This is an optimization exercise on Yosys and OpenROAD, whose aim is small area, not a production implementation. Function was checked by simulation only, so behaviour that the tests miss may differ from the original. No activity file was given, so power comes from the tool's default toggle rates. The clock port is modelled as an ideal driver; clocking choices that lean on that would not hold on a real chip.

## design/flow/constraint.sdc

```tcl
create_clock -name core_clock -period 6.5 [get_ports {clk}]
set_input_delay 1.3000 -clock core_clock [delete_from_list [all_inputs] [get_ports {clk}]]
set_output_delay 1.3000 -clock core_clock [all_outputs]
set_load 0.01 [all_outputs]
```

## design/flow/config.mk

```make
export PLATFORM = sky130hd
export DESIGN_NAME = fc_act_writeback
export DESIGN_NICKNAME = fc_act_writeback
export VERILOG_FILES = /design/flow/design.v
export SDC_FILE = /design/flow/constraint.sdc
export NUM_CORES = 4
export LEC_CHECK = 0
export CAP_MARGIN = 20
export CORE_MARGIN = 2
export CORE_UTILIZATION = 40
export SLEW_MARGIN = 20
```

## design/flow/run.sh

```bash
#!/bin/bash
# synth_recipe.tcl (not shown) runs the flow's synth.tcl, then flattens the netlist and writes it again
# the make line also repeats each setting of config.mk as NAME=value (left out here)
make -C /OpenROAD-flow-scripts/flow DESIGN_CONFIG=/design/flow/config.mk WORK_HOME=/design/flow/orfs CLKGATE_MAP_FILE= SYNTH_SCRIPT=/design/flow/synth_recipe.tcl finish
```

## design/flow/design.v

```verilog
package fc_pkg;
    typedef logic signed [7:0]  act_t;
    typedef logic signed [15:0] acc_t;
    typedef enum logic [1:0] {
        R_IDLE,
        R_FETCH,
        R_SEND
    } rd_state_t;
    localparam int ACT_MAX = 127;
    localparam int ACT_MIN = -128;
endpackage
module act_requant (
    input  fc_pkg::acc_t x_i,
    input  logic       relu_en_i,
    input  logic [3:0] shift_amt_i,
    output fc_pkg::act_t y_o,
    output logic       sat_o
);
    localparam logic signed [16:0] HI = 17'(fc_pkg::ACT_MAX);
    localparam logic signed [16:0] LO = 17'(fc_pkg::ACT_MIN);
    logic signed [16:0] v;
    logic signed [16:0] sum;
    logic signed [16:0] r;
    always_comb begin
        v     = (relu_en_i && x_i < 0) ? 17'sd0 : $signed({x_i[15], x_i});
        sum   = v;
        r     = v;
        if (shift_amt_i != 4'd0) begin
            sum = v + (17'sd1 <<< (shift_amt_i - 4'd1));
            r   = sum >>> shift_amt_i;
        end
        sat_o = 1'b0;
        y_o   = r[7:0];
        if (r > HI) begin
            y_o   = 8'(fc_pkg::ACT_MAX);
            sat_o = 1'b1;
        end else if (r < LO) begin
            y_o   = 8'(fc_pkg::ACT_MIN);
            sat_o = 1'b1;
        end
    end
endmodule
module fc_act_writeback #(
    parameter int NODES = 200,
    parameter int DW    = 16,
    parameter int OW    = 8,
    parameter int IW    = $clog2(NODES)
) (
    input  logic          clk,
    input  logic          rst,
    input  logic          in_valid,
    input  logic [DW-1:0] in_x,
    output logic          in_ready,
    input  logic          relu_en,
    input  logic [3:0]    shift_amt,
    output logic          out_valid,
    input  logic          out_ready,
    output logic [OW-1:0] out_data,
    output logic [IW-1:0] out_idx,
    output logic          out_last,
    output logic          sat_pulse
);
    localparam logic [IW-1:0] LAST_IDX = IW'(NODES - 1);
    localparam int MB = 8 * NODES;
    logic [MB-1:0] bank0_q;
    logic [MB-1:0] bank1_q;
    logic [1:0]    full_q, full_d;
    logic          wr_bank_q, rd_bank_q;
    logic [IW-1:0] wr_cnt_q, out_idx_q;
    logic          s1_valid_q, sat_pulse_q, out_valid_q, fetch_q;
    fc_pkg::act_t  rq_y;
    logic          rq_sat, accept, last_wr, wr_tgt, out_at_last;
    logic          rd_issue, rd_adv, rd_free, shift0, shift1;
    act_requant u_requant (
        .x_i         (fc_pkg::acc_t'(in_x)),
        .relu_en_i   (relu_en),
        .shift_amt_i (shift_amt),
        .y_o         (rq_y),
        .sat_o       (rq_sat)
    );
    assign last_wr  = s1_valid_q && (wr_cnt_q == LAST_IDX);
    assign in_ready = !rst && !full_q[wr_bank_q] && !(last_wr && full_q[~wr_bank_q]);
    assign accept   = in_valid && in_ready;
    assign wr_tgt   = wr_bank_q ^ last_wr;
    assign out_at_last = (out_idx_q == LAST_IDX);
    assign rd_issue = !fetch_q && !out_valid_q && full_q[rd_bank_q];
    assign rd_adv   = out_valid_q && out_ready && !out_at_last;
    assign rd_free  = out_valid_q && out_ready && out_at_last;
    assign shift0 = (accept && !wr_tgt) || (rd_adv && !rd_bank_q);
    assign shift1 = (accept &&  wr_tgt) || (rd_adv &&  rd_bank_q);
    always_comb begin
        full_d = full_q;
        if (last_wr) full_d[wr_bank_q] = 1'b1;
        if (rd_free) full_d[rd_bank_q] = 1'b0;
    end
    always_ff @(posedge clk) begin
        if (shift0) bank0_q <= {bank0_q[MB-9:0], rq_y};
        if (shift1) bank1_q <= {bank1_q[MB-9:0], rq_y};
    end
    always_ff @(posedge clk or posedge rst) begin
        if (rst) begin
            s1_valid_q  <= 1'b0;
            sat_pulse_q <= 1'b0;
            wr_cnt_q    <= '0;
            wr_bank_q   <= 1'b0;
            full_q      <= 2'b00;
        end else begin
            s1_valid_q  <= accept;
            sat_pulse_q <= accept && rq_sat;
            full_q      <= full_d;
            if (s1_valid_q) begin
                if (last_wr) begin
                    wr_cnt_q  <= '0;
                    wr_bank_q <= ~wr_bank_q;
                end else begin
                    wr_cnt_q <= wr_cnt_q + IW'(1);
                end
            end
        end
    end
    always_ff @(posedge clk or posedge rst) begin
        if (rst) begin
            fetch_q     <= 1'b0;
            out_valid_q <= 1'b0;
            rd_bank_q   <= 1'b0;
            out_idx_q   <= '0;
        end else begin
            fetch_q <= rd_issue;
            if (fetch_q) out_valid_q <= 1'b1;
            if (rd_adv) out_idx_q <= out_idx_q + IW'(1);
            if (rd_free) begin
                out_valid_q <= 1'b0;
                out_idx_q   <= '0;
                rd_bank_q   <= ~rd_bank_q;
            end
        end
    end
    assign out_valid = out_valid_q;
    assign out_data  = rd_bank_q ? bank1_q[MB-1 -: 8] : bank0_q[MB-1 -: 8];
    assign out_idx   = out_idx_q;
    assign out_last  = out_valid_q && out_at_last;
    assign sat_pulse = sat_pulse_q;
endmodule
```

==> results.py, run 1 <==
metrics = {
    "logic_synthesis": {
        "synthXorXnorAreaFrac_pct": 0.221,
        "synthMuxAreaShare_pct": 0.259,
        "ys_top_cells_by_count": "edfxtp_1, nand2_1, nor2_1",
        "yosysTopAreaCell": "edfxtp_1",
        "synthArstFlopShare_pct": 0.744,
        "synth_top_family_by_area": "compound AO/OA/AOI/OAI gates",
        "yosysMostFrequentCell": "edfxtp_1",
        "synth_edf_count": 3200,
        "synth_top_area_share_pct": 96.4,
        "ys.flop_type": "edfxtp_1",
        "syn-num-nets": 3733,
        "yosysWarnings": 2,
        "synth_compound_area_share_pct": 1.10,
        "ys_seq_elements": 3224,
        "synthSimpleGateAreaFrac_pct": 1.01,
        "synthAdderAreaFrac_pct": 0.246,
        "synth_cells": 3689,
        "ys_seq_area_share_pct": 97.0,
        "synth_cell_types": 74,
        "syn_area_mm2": 0.0997,
        "avgSynthCellArea_um2": 27.0,
        "synth_area_leaders": "edfxtp_1, dfrtp_1, ha_1",
    },
    "global_routing": {
        "grt_pass1_vias": 34100,
        "grt_overflow": 0,
        "grt_use_total_pct": 8.87,
        "grt_pass1_wl_um": 185000,
        "grt_antenna_before_repair": 4,
        "grt_start_max_net_pins": 190,
    },
    "sta": {
        "max_freq_mhz": 174,
        "rsz0062_at_grt": "false",
        "hold_viol": 0,
        "setup_tns_ps": 0,
        "skew_ps": 66.6,
        "setup_violations": 0,
        "drv_slew": 0,
        "slew_headroom_pct": 27.4,
        "worst_pin_slew_ps": 1090,
        "period_share_pct": 88.2,
        "period_minus_slack_ps": 5730,
    },
    "detailed_routing": {
        "drc": 0,
        "wl_um": 114000,
        "dr.pass1.iters": 7,
        "antenna_left": 0,
        "vias_per_cell": 4.51,
        "first_iter_violations": 3889,
        "wl_per_cell_um": 14.9,
        "vias": 34500,
    },
    "pwr": {
        "power.net_switching_uw": 7600,
        "vdd_ir_drop_max_mv": 0.291,
        "p_int_uw": 33300,
        "clockPowerShare_pct": 42.6,
        "switching_share_pct": 18.6,
        "combPwrFrac_pct": 1.2,
        "powerDensity_mw_per_mm2": 356,
        "power_frac_seq_pct": 56.2,
        "leakage_uw": 0.0333,
    },
    "floorplan": {
        "dieWidth_um": 503,
        "start_util_pct": 40.2,
        "core_area_mm2": 0.248,
        "dieHeight_um": 503,
        "io_pins": 45,
        "fp-row-count": 183,
        "die-area_mm2": 0.253,
    },
    "critical_path": {
        "crit_required_ps": 7090,
        "crit_fanout": 15,
        "startpoint_type": "input port",
        "worstSetupEndpointType": "register",
        "worst-setup-path-type": "input port to register",
        "worstPathArrival_ps": 6320,
    },
    "status": {
        "outcome": "finished clean",
    },
    "clock_tree": {
        "ctsRootBufferMaster": "clkbuf_16",
        "cts.repair.resized": 0,
        "clk_latency_ps": 920,
        "h-tree-depth": 5,
        "cts_tree": "yes",
        "cts_sinks": 3224,
        "post-cts-setup-buffers": 0,
        "ctsLongestPathBuffers": 4,
        "clk_pin_slew_worst_paths_ps": 60,
        "ctsHoldBuffers": 0,
        "numCtsBuffers": 318,
    },
    "final_layout": {
        "drive_gt1_share_pct": 12.2,
        "area_delta_synth_final_pct": 15.3,
        "layout.nets": 4131,
        "post-route-util_pct": 46.3,
    },
    "placed_design": {
        "gp_routability_congestion": 0.781,
        "place_hpwl_um": 49800,
        "portBuffers": 44,
    },
    "worst_hold_path": {
        "holdCritPathClass": "register to register",
    },
    "flow_run": {
        "maxCapViolCount": 0,
    },
}
per-stage QoR:
stage	instance area [um2]	total power (uW)	worst slack (ps)	hold WS (ps)	instances
global placement	105000	23900	311	401	7096
CTS	115000	41500	1030	371	7645
global route	115000	42300	560	386	7649
detailed placement	105000	23900	109	405	7096
floorplan	99700	24100	-21840	400	3689
finish	115000	40900	767	376	7649
cells in the final DEF (no fill, tap or decap), types with 16 or more instances in the layout:
cell	synthesis	final
edfxtp_1	3200	3200
clkbuf_16	0	323
clkinv_1	1	64
clkbuf_1	16	61
nand2_1	58	57
nor2_1	54	53
clkinv_2	0	51
clkdlybuf4s50_1	0	44
a21oi_1	34	34
buf_4	1	33
bufinv_16	0	29
buf_12	0	25
nor3_1	25	24
dfrtp_1	24	24
o21ai_0	20	19
ha_1	18	18
and2_1	17	17
inv_1	16	16
power by group through the flow:
stage	Sequential, uW	Clock [uW]	Combinational [uW]
CTS	23000	18000	481
detailed placement	23400	0	484
finish	23000	17400	483
global placement	23400	0	459
floorplan	23800	0	302
global route	23000	18800	527
cells by family (layout without fill, tap and decap cells):
logic type	count (synthesis)	count (layout)
buf+inv	43	670
mux	24	24
other cells	0	3
flops	3224	3224
fa+ha+maj	19	19
simple gates	208	208
compound gates	148	148
xor+xnor	23	23
metal layers:
| metal | vias to the layer above | GRT usage, % | share of wire (%) | routed length, um |
|---|---|---|---|---|
| met2 | 681 | 11.5 | 41 | 46100 |
| met1 | 17600 | 13.8 | 51 | 58000 |
| met4 | 0 | 4.06 | 3.8 | 4340 |
| met5 | - | 0 | 0 | 0 |
| met3 | 421 | 2.36 | 4.7 | 5310 |
| li1 | 15800 | - | - | - |
path summary, 6_finish.rpt:
check	endpoint	slack, ps	startpoint	cells past startpoint
min in group asynchronous	fetch_q	850	rst	3
max in group asynchronous	sat_pulse_q	5290	rst	3
hold / removal	bank1_q[888]	380	bank1_q[880]	0
setup reg to reg	bank1_q[18]	2350	wr_cnt_q[0]	13
setup / recovery	bank1_q[3]	770	shift_amt[1]	15
hold reg to reg	bank1_q[888]	380	bank1_q[880]	0
layout make-up:
cell class                 instances  area, um2
clock buffer                     384       8310
tap                             3330       4170
multi-input combinational        422       2880
fill                           20000     133000
timing repair buffer             103       1220
inverter                          18       67.6
antenna                            3       7.51
sequential                      3224      96700
clock inverter                   165       1560
critical path: stages:
cell and delay [ps]:
clkdlybuf4s50_1 600, inv_1 430, nand2_1 290, nor2_1 400
ha_1 360, o211ai_1 240, o211ai_1 200, a21o_1 270
a211oi_2 440, or2_0 410, a21oi_1 150, a211o_1 410
or3_4 450, nor3b_1 210, o22ai_1 160
sequential cells by signal, summed over array words and instances, names as in the netlist, 2 cells and up:
register   count
out_idx_q      8
bank1_q     1600
full_q         2
wr_cnt_q       8
bank0_q     1600
==> inputs of run 2 (changes only) <==
--- a/design/flow/design.v
+++ b/design/flow/design.v
@@ -69,7 +69,10 @@
     logic [IW-1:0] wr_cnt_q, out_idx_q;
     logic          s1_valid_q, sat_pulse_q, out_valid_q, fetch_q;
+    fc_pkg::act_t  s1_data_q;
+    logic          sh0_q, sh1_q, hold0_q, hold1_q;
     fc_pkg::act_t  rq_y;
     logic          rq_sat, accept, last_wr, wr_tgt, out_at_last;
     logic          rd_issue, rd_adv, rd_free, shift0, shift1;
+    fc_pkg::act_t  tail0, tail1;
     act_requant u_requant (
         .x_i         (fc_pkg::acc_t'(in_x)),
@@ -95,6 +98,11 @@
     end
     always_ff @(posedge clk) begin
-        if (shift0) bank0_q <= {bank0_q[MB-9:0], rq_y};
-        if (shift1) bank1_q <= {bank1_q[MB-9:0], rq_y};
+        s1_data_q <= rq_y;
+        sh0_q     <= shift0;
+        hold0_q   <= !shift0;
+        sh1_q     <= shift1;
+        hold1_q   <= !shift1;
+        bank0_q   <= ({bank0_q[MB-9:0], s1_data_q} & {MB{sh0_q}}) | (bank0_q & {MB{hold0_q}});
+        bank1_q   <= ({bank1_q[MB-9:0], s1_data_q} & {MB{sh1_q}}) | (bank1_q & {MB{hold1_q}});
     end
     always_ff @(posedge clk or posedge rst) begin
@@ -136,6 +144,8 @@
         end
     end
+    assign tail0 = sh0_q ? bank0_q[MB-9 -: 8] : bank0_q[MB-1 -: 8];
+    assign tail1 = sh1_q ? bank1_q[MB-9 -: 8] : bank1_q[MB-1 -: 8];
     assign out_valid = out_valid_q;
-    assign out_data  = rd_bank_q ? bank1_q[MB-1 -: 8] : bank0_q[MB-1 -: 8];
+    assign out_data  = rd_bank_q ? tail1 : tail0;
     assign out_idx   = out_idx_q;
     assign out_last  = out_valid_q && out_at_last;
==> design/flow/flow/run.sh (new file) <==
#!/bin/bash
set -e
export CTS_ARGS="-sink_clustering_enable -repair_clock_nets -dont_use_dummy_load -sink_clustering_size 30 -sink_clustering_max_diameter 100"
bash standard.sh > standard.log 2>&1
==> design/flow/standard.sh (new file) <==
#!/bin/bash
# synth_recipe.tcl (not shown) runs the flow's synth.tcl, then flattens the netlist and writes it again
# the make line also repeats each setting of config.mk as NAME=value (left out here)
make -C /OpenROAD-flow-scripts/flow DESIGN_CONFIG=/design/flow/config.mk WORK_HOME=/design/flow/orfs CLKGATE_MAP_FILE= SYNTH_SCRIPT=/design/flow/synth_recipe.tcl "${@:-finish}"
--- a/design/flow/config.mk
+++ b/design/flow/config.mk
@@ -8,4 +8,4 @@
 export CAP_MARGIN = 20
 export CORE_MARGIN = 2
-export CORE_UTILIZATION = 40
+export CORE_UTILIZATION = 65
 export SLEW_MARGIN = 20
removed: design/flow/run.sh
==> run 2 against run 1 <==
Still clean on timing, DRC and antenna. Global-route usage grew 9.8 points. Sequential share of layout area fell by 21 points. Final cell count grew 20%. Maximum frequency up 6.7%. Core utilization is 22 points higher. Critical endpoint is now s1_data_q[2].
==> results.py, run 2 <==
metrics = {
    "final_layout": {
        "fill_cells": 11100,
        "multiInputGateArea_mm2": 0.0310,
        "antennaDiodeCount": 0,
        "reg.largest.list": "bank0_q: 1600 flops, bank1_q: 1600 flops",
        "drive_gt1_share_pct": 3.30,
        "layout_commonest_cell": "dfxtp_1",
        "layout.nets": 7201,
        "seq_area_mm2": 0.0649,
        "fin_cells": 9185,
        "final_cell_mix": "dfxtp_1, a22o_1, clkbuf_16",
        "area_delta_synth_final_pct": 4.12,
    },
    "pwr": {
        "vdd_ir_drop_max_mv": 0.241,
        "powerDensity_mw_per_mm2": 289,
        "combPwrFrac_pct": 2.8,
        "power.net_switching_uw": 6060,
        "power_uw": 29700,
        "switching_share_pct": 20.4,
        "p_int_uw": 23700,
        "power_frac_seq_pct": 68.2,
        "clockPowerShare_pct": 29.0,
        "leakage_uw": 0.0401,
    },
    "critical_path": {
        "worstSetupEndpointType": "register",
        "crit_fanout": 9,
        "worstPathArrival_ps": 5980,
        "crit_required_ps": 7100,
        "startpoint_type": "input port",
        "rr_worst_depth": 4,
        "worst-setup-path-type": "input port to register",
    },
    "logic_synthesis": {
        "synth_cell_types": 79,
        "ys.flop_type": "dfxtp_1",
        "ys_seq_area_share_pct": 65.7,
        "ys_seq_elements": 3236,
        "syn-num-nets": 7689,
        "synthArstFlopShare_pct": 0.742,
        "yosysTopAreaCell": "dfxtp_1",
        "yosysWarnings": 2,
        "synth_cells": 7645,
        "synth_top_area_share_pct": 65.1,
        "ys_top_cells_by_count": "dfxtp_1, a22o_1, clkbuf_1",
        "synth_area_leaders": "dfxtp_1, a22o_1, clkbuf_1",
        "avgSynthCellArea_um2": 12.9,
        "yosysMostFrequentCell": "dfxtp_1",
        "synth_edf_count": 0,
        "syn_area_mm2": 0.0988,
    },
    "global_routing": {
        "grt_pass1_vias": 52900,
        "grt_use_total_pct": 18.7,
        "grt_pass1_wl_um": 260000,
        "grt_start_max_net_pins": 247,
        "grt_overflow": 0,
        "grt_antenna_before_repair": 1,
    },
    "clock_tree": {
        "cts.repair.resized": 0,
        "cts_sinks": 3236,
        "numCtsBuffers": 117,
        "clk_pin_slew_worst_paths_ps": 110,
        "ctsLongestPathBuffers": 3,
        "cts_tree": "yes",
        "clk_latency_ps": 760,
        "ctsRootBufferMaster": "clkbuf_16",
        "post-cts-setup-buffers": 0,
        "ctsHoldBuffers": 0,
        "h-tree-depth": 3,
    },
    "detailed_routing": {
        "vias": 56300,
        "routed-wl-met3_um": 3540,
        "wl_met1_um": 80500,
        "topRoutingLayerUsed": "met4",
        "antenna_left": 0,
        "first_iter_violations": 3850,
        "drc": 0,
        "dr_wl_met2_um": 63400,
        "vias_per_cell": 6.13,
        "dr.pass1.iters": 7,
        "wl_um": 149000,
        "wl_per_cell_um": 16.3,
    },
    "floorplan": {
        "io_pins": 45,
        "core_area_mm2": 0.151,
        "dieWidth_um": 394,
        "dieHeight_um": 394,
        "fp-row-count": 143,
        "start_util_pct": 65.3,
        "die-area_mm2": 0.155,
    },
    "sta": {
        "period_share_pct": 82.7,
        "period_minus_slack_ps": 5370,
        "skew_ps": 50.1,
        "drv_slew": 0,
        "worst_pin_slew_ps": 1160,
        "max_freq_mhz": 186,
        "timing.final.ws_setup_ps": 1130,
        "setup_tns_ps": 0,
        "setup_violations": 0,
        "hold_viol": 0,
        "slew_headroom_pct": 22.8,
        "rsz0062_at_grt": "false",
    },
    "placed_design": {
        "place_ws_ps": 414,
        "gp_routability_congestion": 0.767,
        "portBuffers": 44,
        "place_hpwl_um": 83300,
        "placed_cells": 9068,
    },
    "flow_run": {
        "maxCapViolCount": 0,
    },
    "worst_hold_path": {
        "holdCritPathClass": "register to register",
        "whs_path_depth": 1,
    },
    "status": {
        "outcome": "finished clean",
    },
}
==> run 2: critical path: stages <==
cell and delay [ps]:
clkdlybuf4s50_1 640, or2_2 480, nor2_1 310, ha_1 330, a211oi_2 310, o21bai_4 140
a31oi_1 310, xnor2_1 190, a221oi_1 380, o211ai_1 240, a2111o_1 430, or4b_4 560
o21ai_2 250, nand3_1 110
==> run 2: final cells by class <==
type,count,area share [%]
inverters,22,0.0803
multi-input cells,3646,30.1
clock buffers,117,2.85
well taps,2030,2.47
repair buffers,134,1.36
flip-flops and latches,3236,63.1
==> run 2: path summary, 6_finish.rpt <==
path                          startpoint            end  slack (ps)
max reg2reg                        sh0_q   bank0_q[497]        3030
max                         shift_amt[3]   s1_data_q[2]        1130
min                        bank0_q[1192]  bank0_q[1200]         430
min reg2reg                bank0_q[1192]  bank0_q[1200]         430
min in group asynchronous            rst   out_idx_q[1]        1110
max in group asynchronous            rst    sat_pulse_q        4850
==> run 2: power groups by stage <==
stage	Combinational, uW	Clock, uW	Sequential (uW)
CTS	836	8960	20300
detailed placement	830	0	20700
global placement	815	0	20700
global route	917	9650	20300
finish	832	8620	20300
floorplan	642	0	20700
==> run 2: cells by family (layout without fill, tap and decap cells) <==
kind of cell,after synthesis,in the layout,share of synthesized area [%]
AO/OA/AOI/OAI,3372,3372,29.6
buffers and inverters,763,273,2.92
flip-flops,3236,3236,65.7
adder cells (fa/ha/maj),19,19,0.248
XOR/XNOR,18,18,0.160
AND/OR/NAND/NOR,214,214,1.06
multiplexers,23,23,0.304
==> run 2: per-layer routing <==
metal	up-vias	track usage [%]
met5	-	0
met4	0	3.65
met3	129	2.22
met2	382	28.2
met1	27600	29.0
li1	28200	-
==> run 2: stage by stage <==
stage | util (%) | hold slack, ps | instance area, um2
final | 68.0 | 433 | 103000
after global routing | 68.0 | 459 | 103000
after CTS | 68.0 | 432 | 103000
after detailed placement | 66.0 | 433 | 99900
after global placement | 66.0 | 421 | 99900
after floorplan | - | 409 | 98800
==> inputs of run 3 (changes only) <==
--- a/design/flow/config.mk
+++ b/design/flow/config.mk
@@ -8,4 +8,4 @@
 export CAP_MARGIN = 20
 export CORE_MARGIN = 2
-export CORE_UTILIZATION = 65
+export CORE_UTILIZATION = 40
 export SLEW_MARGIN = 20
==> run 3 against run 2 <==
Total power grew 0.87%. Highest routed layer unchanged. Clock skew increased by 63 ps. Core utilization shrank 25 points. Synthesized cell count unchanged. Critical endpoint unchanged. Worst setup slack worse by 50 ps. Still clean on timing, DRC and antenna. Sequential cell count unchanged. Global-route usage down 6.8 points. Largest power group unchanged.
==> results.py, run 3 <==
metrics = {
    "status": {
        "outcome": "finished clean",
    },
    "final_layout": {
        "drive_gt1_share_pct": 3.27,
        "reg.largest.list": "bank0_q: 1600 flops, bank1_q: 1600 flops",
        "area_delta_synth_final_pct": 5.68,
        "final_cell_mix": "dfxtp_1, a22o_1, clkbuf_16",
        "layout.nets": 7199,
        "layout_commonest_cell": "dfxtp_1",
    },
    "detailed_routing": {
        "wl_per_cell_um": 14.8,
        "vias_per_cell": 5.48,
        "wl_um": 154000,
        "first_iter_violations": 3565,
        "drc": 0,
        "vias": 56900,
        "antenna_left": 0,
        "dr.pass1.iters": 5,
    },
    "sta": {
        "setup_tns_ps": 0,
        "max_freq_mhz": 184,
        "drv_slew": 0,
        "setup_violations": 0,
        "worst_pin_slew_ps": 1310,
        "slew_headroom_pct": 12.5,
        "rsz0062_at_grt": "false",
        "period_share_pct": 83.5,
        "hold_viol": 0,
        "skew_ps": 113,
        "period_minus_slack_ps": 5420,
    },
    "logic_synthesis": {
        "synth_cells": 7645,
        "synthAdderAreaFrac_pct": 0.248,
        "synth_compound_area_share_pct": 29.6,
        "synth_top_family_by_area": "compound AO/OA/AOI/OAI gates",
        "synth_area_leaders": "dfxtp_1, a22o_1, clkbuf_1",
        "synth_cell_types": 79,
        "yosysWarnings": 2,
        "ys.flop_type": "dfxtp_1",
        "syn_area_mm2": 0.0988,
        "synthSimpleGateAreaFrac_pct": 1.06,
        "yosysMostFrequentCell": "dfxtp_1",
        "yosysTopAreaCell": "dfxtp_1",
        "synthArstFlopShare_pct": 0.742,
        "ys_top_cells_by_count": "dfxtp_1, a22o_1, clkbuf_1",
        "synthMuxAreaShare_pct": 0.304,
        "synth_top_area_share_pct": 65.1,
        "synth_edf_count": 0,
        "syn-num-nets": 7689,
        "ys_seq_area_share_pct": 65.7,
        "avgSynthCellArea_um2": 12.9,
        "ys_seq_elements": 3236,
        "synthXorXnorAreaFrac_pct": 0.160,
    },
    "placed_design": {
        "gp_routability_congestion": 0.747,
        "portBuffers": 44,
        "place_hpwl_um": 81500,
    },
    "clock_tree": {
        "ctsRootBufferMaster": "clkbuf_16",
        "ctsHoldBuffers": 0,
        "cts.repair.resized": 0,
        "ctsLongestPathBuffers": 3,
        "post-cts-setup-buffers": 0,
        "cts_tree": "yes",
        "cts_sinks": 3236,
        "clk_pin_slew_worst_paths_ps": 110,
        "h-tree-depth": 3,
        "clk_latency_ps": 820,
        "numCtsBuffers": 120,
    },
    "global_routing": {
        "grt_pass1_wl_um": 267000,
        "use_met2_pct": 20.0,
        "grt_start_max_net_pins": 273,
        "use_met3_pct": 1.62,
        "grt_antenna_before_repair": 4,
        "grt_overflow": 0,
        "grt_use_met1_pct": 16.2,
        "grt_pass1_vias": 56000,
        "top_usage_layer": "met2",
        "grt_use_total_pct": 11.9,
    },
    "critical_path": {
        "crit_path_start": "shift_amt[1]",
        "crit_required_ps": 7110,
        "cp_common_cell": "nor2_1",
        "endpoint": "s1_data_q[2]",
        "cpLargestDelayFamily": "compound AO/OA/AOI/OAI gates",
        "worst-setup-path-type": "input port to register",
        "worstPathArrival_ps": 6030,
        "slowest_delay_ps": 750,
        "path_cells": "clkdlybuf4s50_1, nand2_1, buf_4, nor2_1, ha_1, a21oi_1, o21ai_0, nor2_1, xnor2_1, a221oi_1, o211ai_1, a2111o_1, or4b_4, o21ai_2, nand3_1",
        "crit_fanout": 10,
        "cp.depth": 15,
        "worstSetupEndpointType": "register",
        "r2r_setup_slack_ps": 2850,
        "startpoint_type": "input port",
        "reg2reg_from": "sh1_q",
        "rr_worst_depth": 4,
        "cp_num_buf_inv": 2,
        "timing.rr.end": "bank1_q[354]",
        "cpMaxStageDelayCell": "clkdlybuf4s50_1",
    },
    "pwr": {
        "power_frac_seq_pct": 67.6,
        "power.net_switching_uw": 6240,
        "combPwrFrac_pct": 2.8,
        "clockPowerShare_pct": 29.6,
        "p_int_uw": 23700,
        "vdd_ir_drop_max_mv": 0.223,
        "power_uw": 30000,
        "switching_share_pct": 20.8,
        "leakage_uw": 0.0401,
        "powerDensity_mw_per_mm2": 287,
    },
    "floorplan": {
        "dieHeight_um": 501,
        "io_pins": 45,
        "fp-row-count": 182,
        "core_area_mm2": 0.246,
        "die-area_mm2": 0.251,
        "start_util_pct": 40.2,
        "dieWidth_um": 501,
    },
    "worst_hold_path": {
        "holdCritPathClass": "register to register",
        "min_from": "bank0_q[148]",
    },
    "flow_run": {
        "maxCapViolCount": 0,
    },
}
-- run 3: cell counts after synthesis --
Identical to the previous run, type by type.
-- run 3: through the flow --
stage	utilization, %	area, um2	hold slack [ps]	cells	setup WS [ps]
global route	42.5	104000	375	10400	800
CTS	42.5	104000	359	10400	1110
floorplan	-	98800	409	7645	1480
finish	42.5	104000	371	10400	1080
detailed placement	41.2	101000	429	10300	265
global placement	41.2	101000	422	10300	278
-- run 3: area by class of cell --
cell class / instances / area, um2
antenna: 1 / 2.50
clock buffer: 120 / 3000
fill: 22500 / 141000
inverter: 22 / 82.6
multi-input combinational: 3646 / 31000
sequential: 3236 / 64900
tap: 3220 / 4030
timing repair buffer: 129 / 1370
-- run 3: cell families after synthesis --
group           Yosys count
compound gates         3372
xor+xnor                 18
fa+ha+maj                19
buf+inv                 763
flops                  3236
mux                      23
simple gates            214
-- run 3: how the worst min path moves through the flow --
stage	end	slack, ps	cells after the start
finish	bank0_q[156]	370	1
detailed placement	fetch_q	430	1
global placement	fetch_q	420	1
floorplan	fetch_q	410	1
global route	bank0_q[196]	370	1
CTS	bank0_q[196]	360	1
-- run 3: layer usage --
layer / up-vias / routed length, um
met3: 161 / 3560
met5: - / 0
met2: 342 / 67800
li1: 28300 / -
met1: 28100 / 79400
met4: 0 / 3050
-- run 3: power by group through the flow --
stage                     Sequential [uW]  Clock (uW)  Combinational, uW
after CTS                           20300        9410                832
after detailed placement            20700           0                828
after global placement              20700           0                816
after floorplan                     20700           0                642
final                               20300        8890                826
after global routing                20300       10000                916
==> inputs of run 4 (changes only) <==
==> design/flow/run.sh (new file) <==
#!/bin/bash
# synth_recipe.tcl (not shown) runs the flow's synth.tcl, then flattens the netlist and writes it again
# the make line also repeats each setting of config.mk as NAME=value (left out here)
make -C /OpenROAD-flow-scripts/flow DESIGN_CONFIG=/design/flow/config.mk WORK_HOME=/design/flow/orfs CLKGATE_MAP_FILE= SYNTH_SCRIPT=/design/flow/synth_recipe.tcl finish
removed: design/flow/flow/run.sh
removed: design/flow/standard.sh
==> run 4 against run 3 <==
Global-route usage rose by 0.50 points. Critical endpoint unchanged. Final cell count rose by 4.5%. Hold slack improved by 30 ps. First-iteration DRC count rose by 4.9%. Area after synthesis did not move. Core utilization rose by 3.2 points. Critical path depth did not move. Wire length rose by 4.0%. Still clean on timing, DRC and antenna. Cell area rose by 7.6%. Clock-buffer cell count rose by 376. Total power rose by 33%. Die area did not move.
==> results.py, run 4 <==
metrics = {
    "clock_tree": {
        "cts_tree": "yes",
        "post-cts-setup-buffers": 0,
        "cts_sinks": 3236,
        "ctsRootBufferMaster": "clkbuf_16",
        "ctsHoldBuffers": 0,
        "h-tree-depth": 5,
        "ctsLongestPathBuffers": 4,
        "clk_latency_ps": 940,
        "clk_pin_slew_worst_paths_ps": 60,
        "cts.repair.resized": 0,
        "numCtsBuffers": 340,
    },
    "logic_synthesis": {
        "synth_top_area_share_pct": 65.1,
        "ys_seq_elements": 3236,
        "synth_top_family_by_area": "compound AO/OA/AOI/OAI gates",
        "synth_area_leaders": "dfxtp_1, a22o_1, clkbuf_1",
        "yosysWarnings": 2,
        "ys.flop_type": "dfxtp_1",
        "synthXorXnorAreaFrac_pct": 0.160,
        "ys_seq_area_share_pct": 65.7,
        "yosysTopAreaCell": "dfxtp_1",
        "synth_cell_types": 79,
        "synthAdderAreaFrac_pct": 0.248,
        "synthSimpleGateAreaFrac_pct": 1.06,
        "synthMuxAreaShare_pct": 0.304,
        "synth_cells": 7645,
        "yosysMostFrequentCell": "dfxtp_1",
        "synth_edf_count": 0,
        "syn_area_mm2": 0.0988,
        "ys_top_cells_by_count": "dfxtp_1, a22o_1, clkbuf_1",
        "synthArstFlopShare_pct": 0.742,
        "avgSynthCellArea_um2": 12.9,
        "synth_compound_area_share_pct": 29.6,
        "syn-num-nets": 7689,
    },
    "final_layout": {
        "reg.largest.list": "bank0_q: 1600 flops, bank1_q: 1600 flops",
        "post-route-util_pct": 45.7,
        "area_delta_synth_final_pct": 13.7,
        "design_area_mm2": 0.112,
        "layout.nets": 7418,
        "fill_cells": 21800,
        "layout_commonest_cell": "dfxtp_1",
        "multiInputGateArea_mm2": 0.0310,
        "final_cell_mix": "dfxtp_1, a22o_1, clkbuf_16",
        "drive_gt1_share_pct": 8.23,
        "seq_area_mm2": 0.0649,
    },
    "pwr": {
        "switching_share_pct": 20.3,
        "leakage_uw": 0.0440,
        "vdd_ir_drop_max_mv": 0.236,
        "power.net_switching_uw": 8110,
        "combPwrFrac_pct": 2.1,
        "p_int_uw": 31800,
        "clockPowerShare_pct": 47.0,
        "power_frac_seq_pct": 50.9,
        "power_uw": 39900,
        "powerDensity_mw_per_mm2": 355,
    },
    "detailed_routing": {
        "vias": 58600,
        "first_iter_violations": 3739,
        "vias_per_cell": 5.41,
        "wl_per_cell_um": 14.8,
        "drc": 0,
        "antenna_left": 0,
        "dr.pass1.iters": 5,
        "wl_um": 160000,
    },
    "critical_path": {
        "endpoint": "s1_data_q[2]",
        "crit_path_start": "shift_amt[1]",
        "crit_fanout": 9,
        "worstSetupEndpointType": "register",
        "r2r_setup_slack_ps": 2900,
        "timing.rr.end": "bank0_q[496]",
        "reg2reg_from": "sh0_q",
        "rr_worst_depth": 4,
        "worstPathArrival_ps": 6080,
        "worst-setup-path-type": "input port to register",
        "crit_required_ps": 7230,
        "startpoint_type": "input port",
    },
    "placed_design": {
        "portBuffers": 44,
        "place_ws_ps": 265,
        "place_hpwl_um": 81500,
        "gp_routability_congestion": 0.747,
        "place_area_mm2": 0.101,
    },
    "global_routing": {
        "grt_antenna_before_repair": 4,
        "grt_start_max_net_pins": 273,
        "grt_pass1_vias": 57600,
        "grt_overflow": 0,
        "grt_pass1_wl_um": 277000,
        "grt_use_total_pct": 12.4,
    },
    "sta": {
        "max_freq_mhz": 187,
        "rsz0062_at_grt": "false",
        "hold_viol": 0,
        "slew_headroom_pct": 13.1,
        "drv_slew": 0,
        "setup_tns_ps": 0,
        "skew_ps": 87.7,
        "setup_violations": 0,
        "period_share_pct": 82.4,
        "timing.final.ws_setup_ps": 1150,
        "period_minus_slack_ps": 5350,
        "worst_pin_slew_ps": 1300,
    },
    "flow_run": {
        "maxCapViolCount": 0,
    },
    "floorplan": {
        "fp-row-count": 182,
        "dieHeight_um": 501,
        "core_area_mm2": 0.246,
        "start_util_pct": 40.2,
        "dieWidth_um": 501,
        "io_pins": 45,
        "die-area_mm2": 0.251,
    },
    "status": {
        "outcome": "finished clean",
    },
    "worst_hold_path": {
        "holdCritPathClass": "register to register",
    },
}
[run 4: cell types whose count changed in the layout (fill, tap and decap cells not counted), sizes merged]
| cell | before | now |
|---|---|---|
| bufinv | 0 | 18 |
| inv | 20 | 32 |
| buf | 85 | 84 |
| clkbuf | 120 | 496 |
| clkinvlp | 0 | 9 |
| clkinv | 2 | 51 |
[run 4: stage by stage]
| stage | cells | hold WS [ps] |
|---|---|---|
| 2_1_floorplan | 7645 | 409 |
| 3_3_place_gp | 10300 | 422 |
| 3_5_place_dp | 10300 | 429 |
| 4_1_cts | 10800 | 402 |
| 5_1_grt | 10800 | 422 |
| 6_report | 10800 | 401 |
[run 4: metal layers]
metal / vias to the layer above / wire [um] / global-route usage [%] / part of all wire, %
met1: 28700 / 81100 / 16.9 / 51
met2: 614 / 69000 / 19.6 / 43
met4: 0 / 4400 / 4.42 / 2.8
met3: 365 / 5390 / 2.36 / 3.4
li1: 29000 / - / - / -
met5: - / 0 / 0 / 0
[run 4: layout make-up]
class	instances	area share (%)
clock inverters	88	0.854
clock buffers	496	8.89
multi-input cells	3646	27.6
flip-flops and latches	3236	57.8
repair buffers	128	1.20
well taps	3220	3.59
diodes	1	0.00223
inverters	22	0.0735
[run 4: cells by family (layout without fill, tap and decap cells)]
family / count (synthesis) / in the layout
and+or+nand+nor: 214 / 214
DFF: 3236 / 3236
xor gates and xnor gates: 18 / 18
other: 0 / 1
AOI/OAI and AO/OA: 3372 / 3372
muxes: 23 / 23
adders and majority gates: 19 / 19
buffers and inverters: 763 / 734
[run 4: worst min-delay path by stage]
stage | start | to | slack [ps] | cells after the start
after detailed placement | fetch_q | fetch_q | 430 | 1
after global placement | fetch_q | fetch_q | 420 | 1
after floorplan | fetch_q | fetch_q | 410 | 1
final | bank0_q[1102] | bank0_q[1110] | 400 | 1
after global routing | bank0_q[39] | bank0_q[47] | 420 | 1
after CTS | bank0_q[1102] | bank0_q[1110] | 400 | 1
[run 4: worst max-delay path: stages]
cell             delay (ps)
clkdlybuf4s50_1         650
inv_1                   160
nand2_1                 180
nor2_1                  400
ha_1                    380
a21o_1                  260
o21bai_4                220
a31oi_1                 330
xnor2_1                 220
a221oi_1                410
o211ai_1                230
a2111o_1                420
or4b_4                  560
o21ai_2                 240
nand3_1                 100
[run 4: power groups by stage]
stage	Combinational, uW	Sequential, uW	Clock [uW]
after CTS	833	20300	19400
after floorplan	642	20700	0
after detailed placement	828	20700	0
final	827	20300	18800
after global routing	915	20300	20200
after global placement	816	20700	0
==> inputs of run 5 (changes only) <==
--- a/design/flow/design.v
+++ b/design/flow/design.v
@@ -17,26 +17,20 @@
     output logic       sat_o
 );
-    localparam logic signed [16:0] HI = 17'(fc_pkg::ACT_MAX);
-    localparam logic signed [16:0] LO = 17'(fc_pkg::ACT_MIN);
-    logic signed [16:0] v;
-    logic signed [16:0] sum;
-    logic signed [16:0] r;
+    logic signed [16:0] a;
+    logic [6:0]  diff;
+    logic        hi_ok, pos, in_range, kill;
+    logic [7:0]  rnd;
     always_comb begin
-        v     = (relu_en_i && x_i < 0) ? 17'sd0 : $signed({x_i[15], x_i});
-        sum   = v;
-        r     = v;
-        if (shift_amt_i != 4'd0) begin
-            sum = v + (17'sd1 <<< (shift_amt_i - 4'd1));
-            r   = sum >>> shift_amt_i;
-        end
-        sat_o = 1'b0;
-        y_o   = r[7:0];
-        if (r > HI) begin
-            y_o   = 8'(fc_pkg::ACT_MAX);
-            sat_o = 1'b1;
-        end else if (r < LO) begin
-            y_o   = 8'(fc_pkg::ACT_MIN);
-            sat_o = 1'b1;
-        end
+        a     = $signed({x_i, 1'b0}) >>> shift_amt_i;
+        diff  = x_i[14:8] ^ {7{x_i[15]}};
+        hi_ok = ~|(diff & (7'h7f << shift_amt_i));
+        pos   = ~x_i[15];
+        in_range = hi_ok & (pos ? (~a[8] & ~&a[7:0]) : (a[8] | &a[7:0]));
+        rnd   = a[8:1] + {7'd0, a[0]};
+        kill  = relu_en_i & x_i[15];
+        sat_o = ~kill & ~in_range;
+        if (kill)          y_o = 8'sd0;
+        else if (in_range) y_o = rnd;
+        else               y_o = pos ? 8'sd127 : -8'sd128;
     end
 endmodule
==> design/flow/flow/run.sh (new file) <==
#!/bin/bash
set -e
export CTS_ARGS="-sink_clustering_enable -repair_clock_nets -dont_use_dummy_load -sink_clustering_size 30 -sink_clustering_max_diameter 100"
export BUFFER_PORTS_ARGS="-buffer_cell sky130_fd_sc_hd__buf_1"
bash standard.sh > standard.log 2>&1
==> design/flow/standard.sh (new file) <==
#!/bin/bash
# synth_recipe.tcl (not shown) runs the flow's synth.tcl, then flattens the netlist and writes it again
# the make line also repeats each setting of config.mk as NAME=value (left out here)
make -C /OpenROAD-flow-scripts/flow DESIGN_CONFIG=/design/flow/config.mk WORK_HOME=/design/flow/orfs CLKGATE_MAP_FILE= SYNTH_SCRIPT=/design/flow/synth_recipe.tcl "${@:-finish}"
removed: design/flow/run.sh
==> run 5 against run 4 <==
Final cell count decreased by 7.0%. Cell area decreased by 8.7%. Clock skew increased by 23 ps. Total power decreased by 25%. Clock power decreased by 53%. Sequential cell count unchanged. Worst setup slack improved by 920 ps. Area after synthesis decreased by 1.3%. Critical endpoint is now s1_data_q[0]. Highest routed layer unchanged.
==> results.py, run 5 <==
metrics = {
    "detailed_routing": {
        "wl_um": 142000,
        "dr.pass1.iters": 5,
        "antenna_left": 0,
        "first_iter_violations": 3694,
        "wl_per_cell_um": 14.1,
        "vias": 54600,
        "vias_per_cell": 5.42,
        "drc": 0,
    },
    "logic_synthesis": {
        "yosysMostFrequentCell": "dfxtp_1",
        "synth_cells": 7384,
        "synth_top_area_share_pct": 66.0,
        "synth_cell_types": 55,
        "yosysTopAreaCell": "dfxtp_1",
        "avgSynthCellArea_um2": 13.2,
        "ys_seq_elements": 3236,
        "synthArstFlopShare_pct": 0.742,
        "ys_seq_area_share_pct": 66.6,
        "syn-num-nets": 7414,
        "ys_top_cells_by_count": "dfxtp_1, a22o_1, clkbuf_1",
        "syn_area_mm2": 0.0975,
        "ys.flop_type": "dfxtp_1",
        "synth_edf_count": 0,
        "yosysWarnings": 2,
        "synth_area_leaders": "dfxtp_1, a22o_1, clkbuf_1",
    },
    "status": {
        "outcome": "finished clean",
    },
    "sta": {
        "period_minus_slack_ps": 4440,
        "rsz0062_at_grt": "false",
        "hold_viol": 0,
        "slew_headroom_pct": 19.2,
        "period_share_pct": 68.3,
        "drv_slew": 0,
        "setup_tns_ps": 0,
        "skew_ps": 110,
        "setup_violations": 0,
        "worst_pin_slew_ps": 1210,
        "max_freq_mhz": 225,
        "timing.final.ws_setup_ps": 2060,
    },
    "pwr": {
        "combPwrFrac_pct": 2.3,
        "switching_share_pct": 20.6,
        "vdd_ir_drop_max_mv": 0.214,
        "clockPowerShare_pct": 29.8,
        "power.net_switching_uw": 6140,
        "powerDensity_mw_per_mm2": 291,
        "power_frac_seq_pct": 68.0,
        "p_int_uw": 23700,
        "leakage_uw": 0.0392,
    },
    "clock_tree": {
        "ctsHoldBuffers": 0,
        "ctsLongestPathBuffers": 3,
        "cts.repair.resized": 0,
        "clk_latency_ps": 800,
        "clk_pin_slew_worst_paths_ps": 100,
        "h-tree-depth": 3,
        "cts_tree": "yes",
        "numCtsBuffers": 120,
        "cts_sinks": 3236,
        "post-cts-setup-buffers": 0,
        "ctsRootBufferMaster": "clkbuf_16",
    },
    "global_routing": {
        "grt_pass1_vias": 52900,
        "grt_overflow": 0,
        "grt_use_total_pct": 11.0,
        "grt_pass1_wl_um": 247000,
        "grt_antenna_before_repair": 3,
        "grt_start_max_net_pins": 262,
    },
    "final_layout": {
        "seq_area_mm2": 0.0649,
        "area_delta_synth_final_pct": 5.20,
        "drive_gt1_share_pct": 2.88,
        "multiInputGateArea_mm2": 0.0298,
        "layout.nets": 6902,
        "fill_cells": 22000,
        "layout_commonest_cell": "dfxtp_1",
        "reg.largest.list": "bank0_q: 1600 flops, bank1_q: 1600 flops",
        "final_cell_mix": "dfxtp_1, a22o_1, clkbuf_16",
    },
    "floorplan": {
        "die-area_mm2": 0.248,
        "io_pins": 45,
        "fp-row-count": 181,
        "core_area_mm2": 0.243,
        "dieWidth_um": 498,
        "start_util_pct": 40.2,
        "dieHeight_um": 498,
    },
    "critical_path": {
        "worstPathArrival_ps": 5050,
        "cpMaxStageDelayCell": "mux4_1",
        "worstSetupEndpointType": "register",
        "cp_num_buf_inv": 3,
        "r2r_setup_slack_ps": 3100,
        "worst-setup-path-type": "input port to register",
        "startpoint_type": "input port",
        "path_cells": "buf_1, buf_4, mux4_1, mux4_1, ha_1, nor3b_1, o211ai_2, nand3b_1, ha_1, inv_1, o31ai_1, o21ai_0",
        "cpLargestDelayFamily": "multiplexers",
        "crit_required_ps": 7110,
        "crit_fanout": 19,
        "slowest_delay_ps": 620,
    },
    "placed_design": {
        "place_hpwl_um": 72500,
        "portBuffers": 44,
        "gp_routability_congestion": 0.715,
        "place_ws_ps": 1260,
    },
    "flow_run": {
        "maxCapViolCount": 0,
    },
    "worst_hold_path": {
        "holdCritPathClass": "register to register",
    },
}
==> run 5: changes by cell type after synthesis, sizes merged, moves of 13 or more <==
| cell | previous run | this run |
|---|---|---|
| ha | 18 | 5 |
| nand3 | 23 | 3 |
| a21oi | 47 | 21 |
| nor2 | 50 | 15 |
| clkbuf | 720 | 704 |
| nand2 | 64 | 13 |
| and2 | 23 | 2 |
==> run 5: final cells by class <==
type	instances	share of cell area (%)
Sequential cell	3236	63.3
Multi-Input combinational cell	3405	29.0
Tap cell	3202	3.91
Clock buffer	120	2.93
Timing Repair Buffer	99	0.799
Inverter	10	0.0366
Antenna cell	1	0.00244
==> run 5: metal layers <==
layer	GRT usage [%]	routed length [um]	up-vias
met5	0	0	-
met4	2.96	2760	0
met3	1.58	3610	163
met2	18.0	61300	288
met1	15.1	74800	26900
li1	-	-	27300
==> run 5: cell families after synthesis <==
family	after synthesis	synth area share [%]
AO/OA/AOI/OAI	3270	29.2
AND/OR/NAND/NOR	72	0.395
multiplexers	39	0.662
XOR/XNOR	19	0.171
buffers and inverters	743	2.89
flip-flops	3236	66.6
adder cells (fa/ha/maj)	5	0.0642
==> run 5: path summary, 6_finish.rpt <==
| kind | from | endpoint | depth (start not counted) |
|---|---|---|---|
| max reg2reg | sh1_q | bank1_q[777] | 4 |
| min | bank1_q[173] | bank1_q[181] | 1 |
| min in group asynchronous | rst | out_idx_q[4] | 2 |
| min reg2reg | bank1_q[173] | bank1_q[181] | 1 |
| max in group asynchronous | rst | sat_pulse_q | 2 |
| max | shift_amt[0] | s1_data_q[0] | 12 |
==> run 5: worst reg2reg max path, delay by kind of cell (launching register included) <==
kind | cells | cell delay, ps
buffers and inverters | 3 | 2020
DFF | 1 | 770
AOI/OAI and AO/OA | 1 | 510
==> run 5: stage by stage <==
step / cells / hold slack (ps) / power (uW) / util, % / instance area (um2)
finish: 10100 / 398 / 29800 / 42.2 / 103000
global route: 10100 / 416 / 31100 / 42.2 / 103000
CTS: 10100 / 398 / 30400 / 42.2 / 103000
detailed placement: 9952 / 422 / 21400 / 41.0 / 99500
global placement: 9952 / 420 / 21400 / 41.0 / 99500
floorplan: 7384 / 409 / 21200 / - / 97500
==> run 5: power groups by stage <==
stage / clock network, uW / logic, uW / registers [uW]
2_1_floorplan: 0 / 581 / 20700
3_3_place_gp: 0 / 668 / 20700
3_5_place_dp: 0 / 688 / 20700
4_1_cts: 9410 / 690 / 20300
5_1_grt: 9980 / 759 / 20300
6_report: 8870 / 680 / 20300
==> inputs of run 6 (changes only) <==
--- a/design/flow/design.v
+++ b/design/flow/design.v
@@ -64,5 +64,5 @@
     logic          s1_valid_q, sat_pulse_q, out_valid_q, fetch_q;
     fc_pkg::act_t  s1_data_q;
-    logic          sh0_q, sh1_q, hold0_q, hold1_q;
+    logic          sh0_q, sh1_q, hold0_q, hold1_q, phase_q;
     fc_pkg::act_t  rq_y;
     logic          rq_sat, accept, last_wr, wr_tgt, out_at_last;
@@ -92,14 +92,15 @@
     end
     always_ff @(posedge clk) begin
-        s1_data_q <= rq_y;
+        s1_data_q <= rq_y ^ {8{~phase_q}};
         sh0_q     <= shift0;
         hold0_q   <= !shift0;
         sh1_q     <= shift1;
         hold1_q   <= !shift1;
-        bank0_q   <= ({bank0_q[MB-9:0], s1_data_q} & {MB{sh0_q}}) | (bank0_q & {MB{hold0_q}});
-        bank1_q   <= ({bank1_q[MB-9:0], s1_data_q} & {MB{sh1_q}}) | (bank1_q & {MB{hold1_q}});
+        bank0_q   <= ~((bank0_q | {MB{sh0_q}}) & ({bank0_q[MB-9:0], s1_data_q} | {MB{hold0_q}}));
+        bank1_q   <= ~((bank1_q | {MB{sh1_q}}) & ({bank1_q[MB-9:0], s1_data_q} | {MB{hold1_q}}));
     end
     always_ff @(posedge clk or posedge rst) begin
         if (rst) begin
+            phase_q     <= 1'b0;
             s1_valid_q  <= 1'b0;
             sat_pulse_q <= 1'b0;
@@ -108,4 +109,5 @@
             full_q      <= 2'b00;
         end else begin
+            phase_q     <= ~phase_q;
             s1_valid_q  <= accept;
             sat_pulse_q <= accept && rq_sat;
@@ -141,5 +143,5 @@
     assign tail1 = sh1_q ? bank1_q[MB-9 -: 8] : bank1_q[MB-1 -: 8];
     assign out_valid = out_valid_q;
-    assign out_data  = rd_bank_q ? tail1 : tail0;
+    assign out_data  = (rd_bank_q ? tail1 : tail0) ^ {8{phase_q}};
     assign out_idx   = out_idx_q;
     assign out_last  = out_valid_q && out_at_last;
--- a/design/flow/config.mk
+++ b/design/flow/config.mk
@@ -8,4 +8,5 @@
 export CAP_MARGIN = 20
 export CORE_MARGIN = 2
-export CORE_UTILIZATION = 40
+export CORE_UTILIZATION = 70
+export PLACE_DENSITY = 0.8
 export SLEW_MARGIN = 20
==> run 6 against run 5 <==
Still clean. Area after synthesis decreased by 7.9%. Maximum frequency shrank 4.1%. Critical path depth shrank 7. Via count fell by 1.8%. Largest power group unchanged.
==> results.py, run 6 <==
metrics = {
    "status": {
        "outcome": "finished clean",
    },
    "detailed_routing": {
        "drc": 0,
        "antenna_left": 0,
        "vias_per_cell": 6.27,
        "first_iter_violations": 3183,
        "wl_per_cell_um": 15.2,
        "dr.pass1.iters": 5,
        "vias": 53700,
        "wl_um": 130000,
    },
    "final_layout": {
        "layout.nets": 6935,
        "final_cell_mix": "dfxtp_1, o22ai_1, clkbuf_16",
        "antennaDiodeCount": 0,
        "drive_gt1_share_pct": 2.91,
        "area_delta_synth_final_pct": 3.30,
        "reg.largest.list": "bank0_q: 1600 flops, bank1_q: 1600 flops",
        "layout_commonest_cell": "dfxtp_1",
        "fill_cells": 8622,
    },
    "pwr": {
        "leakage_uw": 0.0340,
        "power.net_switching_uw": 7200,
        "power_frac_seq_pct": 69.0,
        "vdd_ir_drop_max_mv": 0.249,
        "combPwrFrac_pct": 5.5,
        "p_int_uw": 26200,
        "powerDensity_mw_per_mm2": 360,
        "clockPowerShare_pct": 25.5,
        "switching_share_pct": 21.6,
    },
    "global_routing": {
        "grt_antenna_before_repair": 1,
        "grt_overflow": 0,
        "grt_pass1_wl_um": 228000,
        "grt_use_total_pct": 19.4,
        "grt_start_max_net_pins": 268,
        "grt_pass1_vias": 51100,
    },
    "critical_path": {
        "startpoint_type": "register",
        "worst-setup-path-type": "register to output pin",
        "worstSetupEndpointType": "output pin",
        "cpMaxStageDelayCell": "dfxtp_4",
        "crit_fanout": 95,
        "crit_required_ps": 5200,
        "worstPathArrival_ps": 3330,
        "slowest_delay_ps": 960,
        "path_cells": "buf_4, mux2i_1, a21oi_1, xnor2_1, buf_1",
    },
    "logic_synthesis": {
        "synth_area_leaders": "dfxtp_1, o22ai_1, clkbuf_1",
        "yosysWarnings": 2,
        "ys_seq_elements": 3237,
        "avgSynthCellArea_um2": 12.1,
        "synth_edf_count": 0,
        "yosysTopAreaCell": "dfxtp_1",
        "synth_cell_types": 65,
        "ys.flop_type": "dfxtp_1",
        "syn-num-nets": 7453,
        "synth_cells": 7423,
        "synth_top_area_share_pct": 71.6,
        "ys_seq_area_share_pct": 72.3,
        "yosysMostFrequentCell": "dfxtp_1",
        "ys_top_cells_by_count": "dfxtp_1, o22ai_1, clkbuf_1",
        "synthArstFlopShare_pct": 0.772,
        "syn_area_mm2": 0.0898,
    },
    "clock_tree": {
        "ctsLongestPathBuffers": 3,
        "clk_latency_ps": 750,
        "cts.repair.resized": 0,
        "post-cts-setup-buffers": 0,
        "ctsHoldBuffers": 0,
        "cts_tree": "yes",
        "cts_sinks": 3237,
        "h-tree-depth": 3,
        "numCtsBuffers": 117,
        "ctsRootBufferMaster": "clkbuf_16",
        "clk_pin_slew_worst_paths_ps": 100,
    },
    "sta": {
        "holdWs_ps": 427,
        "setup_tns_ps": 0,
        "slew_headroom_pct": 20.7,
        "worst_pin_slew_ps": 1190,
        "skew_ps": 31.1,
        "drv_slew": 0,
        "period_share_pct": 71.2,
        "setup_violations": 0,
        "hold_viol": 0,
        "period_minus_slack_ps": 4630,
        "max_freq_mhz": 216,
        "rsz0062_at_grt": "false",
    },
    "floorplan": {
        "dieHeight_um": 362,
        "core_area_mm2": 0.127,
        "die-area_mm2": 0.131,
        "io_pins": 45,
        "dieWidth_um": 362,
        "start_util_pct": 70.5,
        "fp-row-count": 131,
    },
    "placed_design": {
        "portBuffers": 44,
        "gp_routability_congestion": 0.754,
        "place_hpwl_um": 72800,
    },
    "flow_run": {
        "maxCapViolCount": 0,
    },
    "worst_hold_path": {
        "holdCritPathClass": "register to register",
    },
}
==> run 6: cell count changes after synthesis, moves of 5 or more <==
cell | previous run | this run
a22o_1 | 3203 | 3
buf_1 | 19 | 77
buf_2 | 6 | 0
clkbuf_1 | 704 | 644
nand2_1 | 13 | 23
o21ai_2 | 0 | 5
o22ai_1 | 1 | 3202
xnor2_1 | 9 | 26
==> run 6: logic make-up after synthesis <==
family	count (synthesis)	synth area share, %
flops	3237	72.3
mux	31	0.566
xor+xnor	32	0.312
simple gates	94	0.573
compound gates	3279	22.9
fa+ha+maj	5	0.0697
buf+inv	745	3.24
==> run 6: critical path: cells and delay by family (launching register included) <==
| kind | cells | cell delay (ps) |
|---|---|---|
| xor gates and xnor gates | 1 | 210 |
| DFF | 1 | 960 |
| buffers and inverters | 2 | 930 |
| muxes | 1 | 270 |
| AOI/OAI and AO/OA | 1 | 100 |
==> run 6: per-stage QoR <==
stage	area, um2	total power [uW]	instances	worst slack (ps)	utilization, %
after global placement	89800	25100	8448	1170	70.5
after detailed placement	89800	25400	8448	1110	70.5
after floorplan	89800	24800	7423	2050	-
final	92800	33400	8565	1870	72.8
after global routing	92800	34900	8565	1580	72.8
after CTS	92700	33700	8565	1790	72.8
==> run 6: power groups by stage <==
stage                     combinational (uW)  clock [uW]  sequential, uW
after floorplan                         1590           0           23200
after global placement                  1710           0           23400
after detailed placement                1850           0           23500
after CTS                               1850        8790           23100
after global routing                    2070        9470           23400
final                                   1840        8520           23100
==> run 6: layer usage <==
layer	part of all wire, %	wire length [um]	vias to the layer above	global-route usage, %
met4	1.6	2060	0	4.72
li1	-	-	27700	-
met3	2.3	2950	143	2.32
met2	47	61200	344	34.2
met5	0	0	-	0
met1	49	63900	25500	25.7
==> run 6: final timing paths <==
kind	start	end	slack, ps	cells past startpoint
max in group asynchronous	rst	sat_pulse_q	5500	2
hold reg to reg	bank0_q[1177]	bank0_q[1185]	430	1
hold / removal	bank0_q[1177]	bank0_q[1185]	430	1
setup reg to reg	sh1_q	bank1_q[1209]	2930	4
setup / recovery	sh1_q	out_data[2]	1870	5
min in group asynchronous	rst	out_idx_q[5]	610	2
==> run 6: layout make-up <==
| type | count | area (um2) | area share [%] |
|---|---|---|---|
| flip-flops and latches | 3237 | 64900 | 70.0 |
| multi-input cells | 3441 | 21900 | 23.7 |
| clock buffers | 117 | 2930 | 3.16 |
| well taps | 1662 | 2080 | 2.24 |
| repair buffers | 95 | 793 | 0.855 |
| inverters | 13 | 62.6 | 0.0674 |
==> inputs of run 7 (changes only) <==
--- a/design/flow/config.mk
+++ b/design/flow/config.mk
@@ -8,5 +8,4 @@
 export CAP_MARGIN = 20
 export CORE_MARGIN = 2
-export CORE_UTILIZATION = 70
-export PLACE_DENSITY = 0.8
+export CORE_UTILIZATION = 40
 export SLEW_MARGIN = 20
==> run 7 against run 6 <==
Critical endpoint is now s1_data_q[7]. Wire length up 3.6%. Worst setup slack worse by 80 ps. Largest cell class unchanged. Still clean. Clock power increased by 2.5%.
==> results.py, run 7 <==
metrics = {
    "logic_synthesis": {
        "avgSynthCellArea_um2": 12.1,
        "yosysMostFrequentCell": "dfxtp_1",
        "yosysTopAreaCell": "dfxtp_1",
        "synth_cell_types": 65,
        "synth_cells": 7423,
        "synth_edf_count": 0,
        "ys_top_cells_by_count": "dfxtp_1, o22ai_1, clkbuf_1",
        "synth_area_leaders": "dfxtp_1, o22ai_1, clkbuf_1",
        "syn_area_mm2": 0.0898,
        "ys.flop_type": "dfxtp_1",
        "syn-num-nets": 7453,
        "ys_seq_area_share_pct": 72.3,
        "synthArstFlopShare_pct": 0.772,
        "synth_top_area_share_pct": 71.6,
        "ys_seq_elements": 3237,
        "yosysWarnings": 2,
    },
    "global_routing": {
        "grt_overflow": 0,
        "grt_pass1_vias": 51300,
        "grt_antenna_before_repair": 1,
        "grt_use_total_pct": 11.4,
        "grt_pass1_wl_um": 236000,
        "grt_start_max_net_pins": 266,
    },
    "clock_tree": {
        "h-tree-depth": 3,
        "post-cts-setup-buffers": 0,
        "cts_sinks": 3237,
        "clk_latency_ps": 810,
        "ctsHoldBuffers": 0,
        "cts_tree": "yes",
        "ctsRootBufferMaster": "clkbuf_16",
        "cts.repair.resized": 0,
        "ctsLongestPathBuffers": 3,
        "clk_pin_slew_worst_paths_ps": 110,
        "numCtsBuffers": 119,
    },
    "detailed_routing": {
        "vias_per_cell": 5.43,
        "antenna_left": 0,
        "first_iter_violations": 2993,
        "wl_um": 135000,
        "drc": 0,
        "vias": 53700,
        "wl_per_cell_um": 13.6,
        "dr.pass1.iters": 5,
    },
    "final_layout": {
        "post-route-util_pct": 42.4,
        "fill_cells": 20600,
        "final_cell_mix": "dfxtp_1, o22ai_1, clkbuf_16",
        "layout_commonest_cell": "dfxtp_1",
        "seq_area_mm2": 0.0649,
        "area_delta_synth_final_pct": 5.29,
        "drive_gt1_share_pct": 3.04,
        "reg.largest.list": "bank0_q: 1600 flops, bank1_q: 1600 flops",
        "layout.nets": 6945,
        "multiInputGateArea_mm2": 0.0219,
    },
    "placed_design": {
        "place_hpwl_um": 71300,
        "gp_routability_congestion": 0.711,
        "portBuffers": 44,
    },
    "flow_run": {
        "maxCapViolCount": 0,
    },
    "sta": {
        "skew_ps": 85.1,
        "setup_violations": 0,
        "slew_headroom_pct": 28.8,
        "max_freq_mhz": 212,
        "period_share_pct": 72.4,
        "period_minus_slack_ps": 4710,
        "drv_slew": 0,
        "rsz0062_at_grt": "false",
        "hold_viol": 0,
        "worst_pin_slew_ps": 1070,
        "setup_tns_ps": 0,
    },
    "floorplan": {
        "dieWidth_um": 478,
        "core_area_mm2": 0.223,
        "start_util_pct": 40.3,
        "dieHeight_um": 478,
        "die-area_mm2": 0.228,
        "io_pins": 45,
        "fp-row-count": 173,
    },
    "critical_path": {
        "worstSetupEndpointType": "register",
        "worst-setup-path-type": "input port to register",
        "crit_fanout": 15,
        "slowest_delay_ps": 640,
        "startpoint_type": "input port",
        "cpMaxStageDelayCell": "buf_1",
        "worstPathArrival_ps": 5370,
        "path_cells": "buf_1, buf_4, mux4_2, nand2_1, nand2_1, nand2_1, o21ai_0, ha_1, and3b_1, a32o_1, a41oi_2, nor3b_1, nand3_1, ha_1, xor2_1, nand3b_4, mux2i_1, a21oi_1, xnor2_1",
        "crit_required_ps": 7160,
        "cp_common_cell": "nand2_1",
    },
    "pwr": {
        "leakage_uw": 0.0340,
        "vdd_ir_drop_max_mv": 0.232,
        "powerDensity_mw_per_mm2": 356,
    },
    "status": {
        "outcome": "finished clean",
    },
    "worst_hold_path": {
        "holdCritPathClass": "register to register",
    },
}
[run 7: cells by family after synthesis]
kind of cell / after synthesis / share of synthesized area, %
AND/OR/NAND/NOR: 94 / 0.573
flip-flops: 3237 / 72.3
adder cells (fa/ha/maj): 5 / 0.0697
AO/OA/AOI/OAI: 3279 / 22.9
XOR/XNOR: 32 / 0.312
multiplexers: 31 / 0.566
buffers and inverters: 745 / 3.24
[run 7: through the flow]
stage               power (uW)  instances  hold slack [ps]  instance area (um2)  setup WS (ps)
global route             35300       9889              384                94500           1460
global placement         25200       9767              417                91500           1000
finish                   33600       9890              377                94500           1790
detailed placement       25400       9768              424                91500            999
floorplan                24800       7423              409                89800           2050
CTS                      34100       9887              365                94500           1840
[run 7: power breakdown]
part	internal, uW	switching, uW
Sequential	22000	1120
Clock	3290	5440
Combinational	1030	786
Total	26300	7340
[run 7: layer usage]
layer | track usage, % | part of all wire (%)
met5 | 0 | 0
met1 | 15.3 | 52
met3 | 1.49 | 2.3
met4 | 2.96 | 1.9
met2 | 19.3 | 44
[run 7: area by class of cell]
| class | count | share of cell area [%] |
|---|---|---|
| Antenna cell | 2 | 0.00529 |
| Sequential cell | 3237 | 68.7 |
| Tap cell | 2975 | 3.94 |
| Inverter | 13 | 0.0662 |
| Timing Repair Buffer | 103 | 0.932 |
| Multi-Input combinational cell | 3441 | 23.2 |
| Clock buffer | 119 | 3.15 |
[run 7: path summary, 6_finish.rpt]
| path | from | endpoint | slack (ps) | depth (start not counted) |
|---|---|---|---|---|
| max | shift_amt[0] | s1_data_q[7] | 1790 | 19 |
| min | bank1_q[25] | bank1_q[33] | 380 | 1 |
| max reg2reg | sh1_q | bank1_q[1] | 2620 | 4 |
| min reg2reg | bank1_q[25] | bank1_q[33] | 380 | 1 |
| max in group asynchronous | rst | phase_q | 5130 | 2 |
| min in group asynchronous | rst | out_idx_q[1] | 720 | 2 |
[run 7: worst max-delay path, delay by kind of cell]
family	cells	cell delay, ps
multiplexers	2	720
XOR/XNOR	2	370
buffers and inverters	2	980
AO/OA/AOI/OAI	4	700
AND/OR/NAND/NOR	7	830
adder cells (fa/ha/maj)	2	480

## port drivers added, routing unchanged
In the flow no input, the clock included, has a driving cell. The finished layouts below were timed again as built, in two steps.
Step 1, drivers: a clkbuf_16 drives clk and a buf_2 each remaining input, both assumed.
Step 2 times the ports against the registers' clock, not the clock port: input delays grow and output delays shrink by t, the midpoint of the rising clock arrivals with the driver on.
Three values: no drivers, after step 1, after step 2; two values: the first two.
run	t, ns	setup slack, ns	clock arrival spread, ns	worst data-port slew with drivers (ns)
run 1	0.972	0.767 / 0.830 / -0.142	0.067 / 0.067	0.03
run 2	0.811	1.125 / 1.157 / 0.346	0.062 / 0.062	0.07
run 3	0.868	1.076 / 1.146 / 0.278	0.123 / 0.123	0.05
run 4	0.982	1.146 / 1.199 / 0.216	0.093 / 0.093	0.05
run 5	0.834	2.062 / 2.115 / 1.282	0.121 / 0.121	0.03
run 6	0.803	1.871 / 1.801 / 1.096	0.035 / 0.035	0.04
run 7	0.841	1.791 / 1.848 / 1.007	0.111 / 0.110	0.04
With both steps, setup timing fails in run 1, where it was met with ideal ports. For run 4, which loses most, drivers alone change the setup slack by +0.053 ns; drivers and shift together by -0.930 ns.
